Background: an optimization exercise with open tools, aiming at small area. Do not read the settings as production practice. Only simulation tests tie the RTL to the original design; equivalence was not proved. Power is estimated from default activity; no workload was simulated.

==> inputs of try-pepper <==
## rx_receiver
module rx_receiver #(
	parameter int RX_CHANS = 4,
	parameter int DECIM    = 16,
	parameter int BUF_AW   = 7
) (
	input  logic                                cpu_clk,
	input  logic                                rst_i,
	input  logic signed [rx_pkg::ADC_BITS-1:0]  adc_data_i,
	input  logic                                cmd_wr_i,
	input  logic [1:0]                          cmd_op_i,
	input  logic [rx_pkg::FREQ_BITS-1:0]        cmd_data_i,
	input  logic                                rd_samp_i,
	input  logic                                srq_ack_i,
	output logic [rx_pkg::SAMP_BITS-1:0]        samp_o,
	output logic                                srq_o
);
make LEC_CHECK=0 CAP_MARGIN=20 CORE_MARGIN=2 CORE_UTILIZATION=40 CTS_BUF_LIST=sky130_fd_sc_hd__clkbuf_16 CTS_CLUSTER_DIAMETER=50 CTS_CLUSTER_SIZE=20 SLEW_MARGIN=20 SYNTH_HIERARCHICAL=1 SYNTH_MINIMUM_KEEP_SIZE=0 finish   # period 11.0 ns
run.sh (not shown) runs the stock make flow with config.mk's settings and CLKGATE_MAP_FILE= SYNTH_SCRIPT=/design/flow/synth_recipe.tcl, a recipe that flattens the netlist after the stock synthesis.
==> try-harbor (differences from try-pepper) <==
--- a/flow/design.v
+++ b/flow/design.v
@@ -13,24 +13,10 @@
 		12'd1891,  12'd1447,  12'd783,   12'd0,
 		-12'd783,  -12'd1447, -12'd1891, -12'd2047,
 		-12'd1891, -12'd1447, -12'd783,  12'd0,
 		12'd783,   12'd1447,  12'd1891,  12'd2047
 	};
-	function automatic logic [FREQ_BITS:0] ripple_add(input logic [FREQ_BITS-1:0] a,
-	                                                  input logic [FREQ_BITS-1:0] b,
-	                                                  input logic                 cin);
-		logic                 c;
-		logic [FREQ_BITS:0]   r;
-		c = cin;
-		for (int i = 0; i < FREQ_BITS; i++)
-		begin
-			r[i] = a[i] ^ b[i] ^ c;
-			c    = (a[i] & b[i]) | (c & (a[i] ^ b[i]));
-		end
-		r[FREQ_BITS] = c;
-		ripple_add = r;
-	endfunction
 endpackage
 `timescale 1ns/1ps
 module rx_cmd_regs #(
 	parameter int RX_CHANS = 4
 ) (
@@ -110,14 +96,10 @@
 );
 	localparam int SW    = rx_pkg::SAMP_BITS;
 	localparam int CNT_W = $clog2(DECIM);
 	logic [rx_pkg::FREQ_BITS-1:0] phase;
 	logic [rx_pkg::FREQ_BITS-1:0] tune;
-	logic [rx_pkg::FREQ_BITS-1:0] phase_nxt;
-	logic [rx_pkg::FREQ_BITS:0]   add_i;
-	logic [rx_pkg::FREQ_BITS:0]   add_q;
-	logic [rx_pkg::FREQ_BITS:0]   add_p;
 	logic [3:0]                   idx_i;
 	logic [3:0]                   idx_q;
 	logic [SW-1:0]                term_i;
 	logic [SW-1:0]                term_q;
 	logic                         cin_i;
@@ -149,16 +131,12 @@
 	endfunction
 	assign idx_i = phase[rx_pkg::FREQ_BITS-1 -: 4];
 	assign idx_q = idx_i + 4'd4;
 	assign {cin_i, term_i} = pick(idx_i, mag_prod_i, exact_i);
 	assign {cin_q, term_q} = pick(idx_q, mag_prod_i, exact_i);
-	assign add_i     = rx_pkg::ripple_add({16'd0, acc_i}, {16'd0, term_i}, cin_i);
-	assign add_q     = rx_pkg::ripple_add({16'd0, acc_q}, {16'd0, term_q}, cin_q);
-	assign add_p     = rx_pkg::ripple_add(phase, tune, 1'b0);
-	assign sum_i     = add_i[SW-1:0];
-	assign sum_q     = add_q[SW-1:0];
-	assign phase_nxt = add_p[rx_pkg::FREQ_BITS-1:0];
+	assign sum_i = acc_i + term_i + SW'(cin_i);
+	assign sum_q = acc_q + term_q + SW'(cin_q);
 	assign last  = (cnt == CNT_W'(DECIM - 1));
 	always_ff @(posedge cpu_clk)
 	begin
 		if (rst_i || freq_wr_i)
 		begin
@@ -167,11 +145,11 @@
 			acc_q <= '0;
 			cnt   <= '0;
 		end
 		else
 		begin
-			phase <= phase_nxt;
+			phase <= phase + tune;
 			cnt   <= cnt + 1'b1;
 			acc_i <= last ? '0 : sum_i;
 			acc_q <= last ? '0 : sum_q;
 		end
 	end
@@ -367,97 +345,39 @@
 			whi[j] = (wa[AW-1:LO_W] == HI_W'(j));
 		end
 	end
 	for (genvar w = 0; w < WORDS; w++)
 	begin : g_word
-		logic          we;
-		logic [SW-1:0] d;
-		assign we = wlo[w % NLO] && whi[w / NLO];
-		logic          keep;
-		assign keep = ~we;
-		for (genvar b = 0; b < SW; b++)
-		begin : g_bit
-			rx_hold1 hold_i (
-				.q_i    (mem[w][b]),
-				.w_i    (wdata_i[b]),
-				.load_i (we),
-				.keep_i (keep),
-				.d_o    (d[b])
-			);
-		end
 		always_ff @(posedge cpu_clk)
 		begin
-			mem[w] <= d;
+			if (wlo[w % NLO] && whi[w / NLO])
+			begin
+				mem[w] <= wdata_i;
+			end
 		end
 	end
-	for (genvar j = 0; j < NHI; j++)
-	begin : g_grp
-		for (genvar b = 0; b < SW; b++)
-		begin : g_bit
-			logic [NLO-1:0] col;
-			for (genvar i = 0; i < NLO; i++)
-			begin : g_col
-				assign col[i] = mem[j*NLO + i][b];
-			end
-			rx_sel16 sel_i (
-				.d_i   (col),
-				.s_i   (rlo),
-				.y_o   (grp[j][b])
-			);
-		end
-	end
-	for (genvar b = 0; b < SW; b++)
-	begin : g_out
-		logic [NHI-1:0] col;
-		for (genvar j = 0; j < NHI; j++)
-		begin : g_col
-			assign col[j] = grp[j][b];
-		end
-		rx_sel16 sel_i (
-			.d_i   (col),
-			.s_i   (rhi),
-			.y_o   (rword[b])
-		);
+	always_comb
+	begin
+		for (int j = 0; j < NHI; j++)
+		begin
+			grp[j] = '0;
+			for (int i = 0; i < NLO; i++)
+			begin
+				grp[j] = grp[j] | (mem[j*NLO + i] & {SW{rlo[i]}});
+			end
+		end
+		rword = '0;
+		for (int j = 0; j < NHI; j++)
+		begin
+			rword = rword | (grp[j] & {SW{rhi[j]}});
+		end
 	end
 	always_ff @(posedge cpu_clk)
 	begin
 		rdata_o <= rword;
 	end
 endmodule
-module rx_sel16 (
-	input  logic [15:0] d_i,
-	input  logic [15:0] s_i,
-	output logic        y_o
-);
-	logic [5:0] n;
-	for (genvar k = 0; k < 5; k++)
-	begin : g_aoi
-		rx_aoi222 aoi_i (
-			.a_i (d_i[3*k +: 3]),
-			.s_i (s_i[3*k +: 3]),
-			.y_o (n[k])
-		);
-	end
-	assign n[5] = ~(d_i[15] & s_i[15]);
-	assign y_o  = ~(n[0] & n[1] & n[2]) | ~(n[3] & n[4] & n[5]);
-endmodule
-module rx_aoi222 (
-	input  logic [2:0] a_i,
-	input  logic [2:0] s_i,
-	output logic       y_o
-);
-	assign y_o = ~((a_i[0] & s_i[0]) | (a_i[1] & s_i[1]) | (a_i[2] & s_i[2]));
-endmodule
-module rx_hold1 (
-	input  logic q_i,
-	input  logic w_i,
-	input  logic load_i,
-	input  logic keep_i,
-	output logic d_o
-);
-	assign d_o = (q_i & keep_i) | (w_i & load_i);
-endmodule
 `timescale 1ns/1ps
 module rx_receiver #(
 	parameter int RX_CHANS = 4,
 	parameter int DECIM    = 16,
 	parameter int BUF_AW   = 7
@@ -486,30 +406,17 @@
 	logic signed [PW-1:0]                 adc_w;
 	logic signed [PW-1:0]                 m2047;
 	logic signed [PW-1:0]                 m1891;
 	logic signed [PW-1:0]                 m1447;
 	logic signed [PW-1:0]                 m783;
-	logic signed [PW-1:0]                 m3;
-	logic signed [PW-1:0]                 m15;
-	logic signed [PW-1:0]                 m75;
-	logic signed [PW-1:0]                 m39;
-	function automatic logic [PW-1:0] radd(input logic [PW-1:0] a, input logic [PW-1:0] b, input logic cin);
-		logic [rx_pkg::FREQ_BITS:0] r;
-		r = rx_pkg::ripple_add(rx_pkg::FREQ_BITS'(a), rx_pkg::FREQ_BITS'(b), cin);
-		radd = r[PW-1:0];
-	endfunction
 	logic [4*rx_pkg::SAMP_BITS-1:0]       mag_prod;
 	logic                                 exact;
 	assign adc_w = PW'(adc_data_i);
-	assign m3    = radd(adc_w <<< 1, adc_w, 1'b0);
-	assign m15   = radd(adc_w <<< 4, ~adc_w, 1'b1);
-	assign m2047 = radd(adc_w <<< 11, ~adc_w, 1'b1);
-	assign m783  = radd(m3 <<< 8, m15, 1'b0);
-	assign m75   = radd(m15 <<< 2, m15, 1'b0);
-	assign m1447 = radd(m2047, ~(m75 <<< 3), 1'b1);
-	assign m39   = radd(m3 <<< 3, m15, 1'b0);
-	assign m1891 = radd(m2047, ~(m39 <<< 2), 1'b1);
+	assign m2047 = (adc_w <<< 11) - adc_w;
+	assign m1891 = (adc_w <<< 11) - (adc_w <<< 7) - (adc_w <<< 5) + (adc_w <<< 2) - adc_w;
+	assign m1447 = (adc_w <<< 10) + (adc_w <<< 9) - (adc_w <<< 6) - (adc_w <<< 5) + (adc_w <<< 3) - adc_w;
+	assign m783  = (adc_w <<< 10) - (adc_w <<< 8) + (adc_w <<< 4) - adc_w;
 	assign mag_prod = {m783[rx_pkg::MIX_SHIFT +: rx_pkg::SAMP_BITS],
 	                   m1447[rx_pkg::MIX_SHIFT +: rx_pkg::SAMP_BITS],
 	                   m1891[rx_pkg::MIX_SHIFT +: rx_pkg::SAMP_BITS],
 	                   m2047[rx_pkg::MIX_SHIFT +: rx_pkg::SAMP_BITS]};
 	assign exact = (adc_data_i[rx_pkg::MIX_SHIFT-1:0] == '0);
==> flow/config.mk (replaced) <==
export PLATFORM = sky130hd
export DESIGN_NAME = rx_receiver
export DESIGN_NICKNAME = rx_receiver
export VERILOG_FILES = /design/flow/design.v
export SDC_FILE = /design/flow/constraint.sdc
export NUM_CORES = 4
export LEC_CHECK = 0
export CAP_MARGIN = 20
export CORE_MARGIN = 2
export CORE_UTILIZATION = 40
export SLEW_MARGIN = 20
==> comparison table <==
| quantity | try-pepper | try-harbor |
|---|---|---|
| Run status | failed layout checks | no timing/DRC/antenna violations |
| Violated checks | setup timing | - |
| Count of endpoints failing setup in the final report | 89 | 0 |
| Average footprint of a synthesized cell | 12.1 um^2 | 14.8 um^2 |
| Core Box Area | 434000 um^2 | 474000 um^2 |
| Crit path from | adc_data_i[1] | adc_data_i[10] |
| Global routing met1 resource utilization | 37.3% | 36.4% |
| Longest individual stage delay on the worst path | 0.57 ns | 0.84 ns |
| Met2 Routed Length | 272000 um | 299000 um |
| Setup slack of the critical path after layout | -1.69 ns | 1.54 ns |
| Share of final-layout standard cells stronger than drive strength 1 | 12.5% | 12.8% |
| Power Dens Cells | 188 nW/um^2 | 190 nW/um^2 |
| Global-route wire length before repair | 901000 um | 925000 um |
| Site row count | 242 | 253 |
| Clock net power | 16.0 mW | 15.5 mW |
| Count of warnings emitted by yosys | 12 | 5 |
| Starting density of the core | 40.1% | 40.1% |
| Cell count after synthesis | 14.3k | 12.9k |
| Number of antenna violations at the first check in global routing | 21 | 52 |

==> what the ideal ports hide <==
Ports are ideal in the flow. The routed layouts listed here were re-timed in OpenROAD.
Step 1: set_driving_cell puts a clkbuf_16 on cpu_clk and a buf_2 on each other input, an assumption about the parent block.
Step 2 moves the port delays by t, midway between the first and last clock arrival at a register: inputs arrive t later, outputs are due t later. That takes back most of the time a late clock gives input paths.
Three values: ideal ports, drivers, drivers and shift; two values: the first two.
run	shift t [ns]	setup slack, ns	worst setup path after step 2	cell pins on the clock port's net
try-pepper	1.107	-1.690 / -1.634 / -2.741	input to register	1
try-harbor	1.140	1.539 / 1.630 / 0.489	input to register	1
The setup slack of try-pepper, which loses most, moves by +0.056 ns with the drivers and by -1.051 ns with both steps.
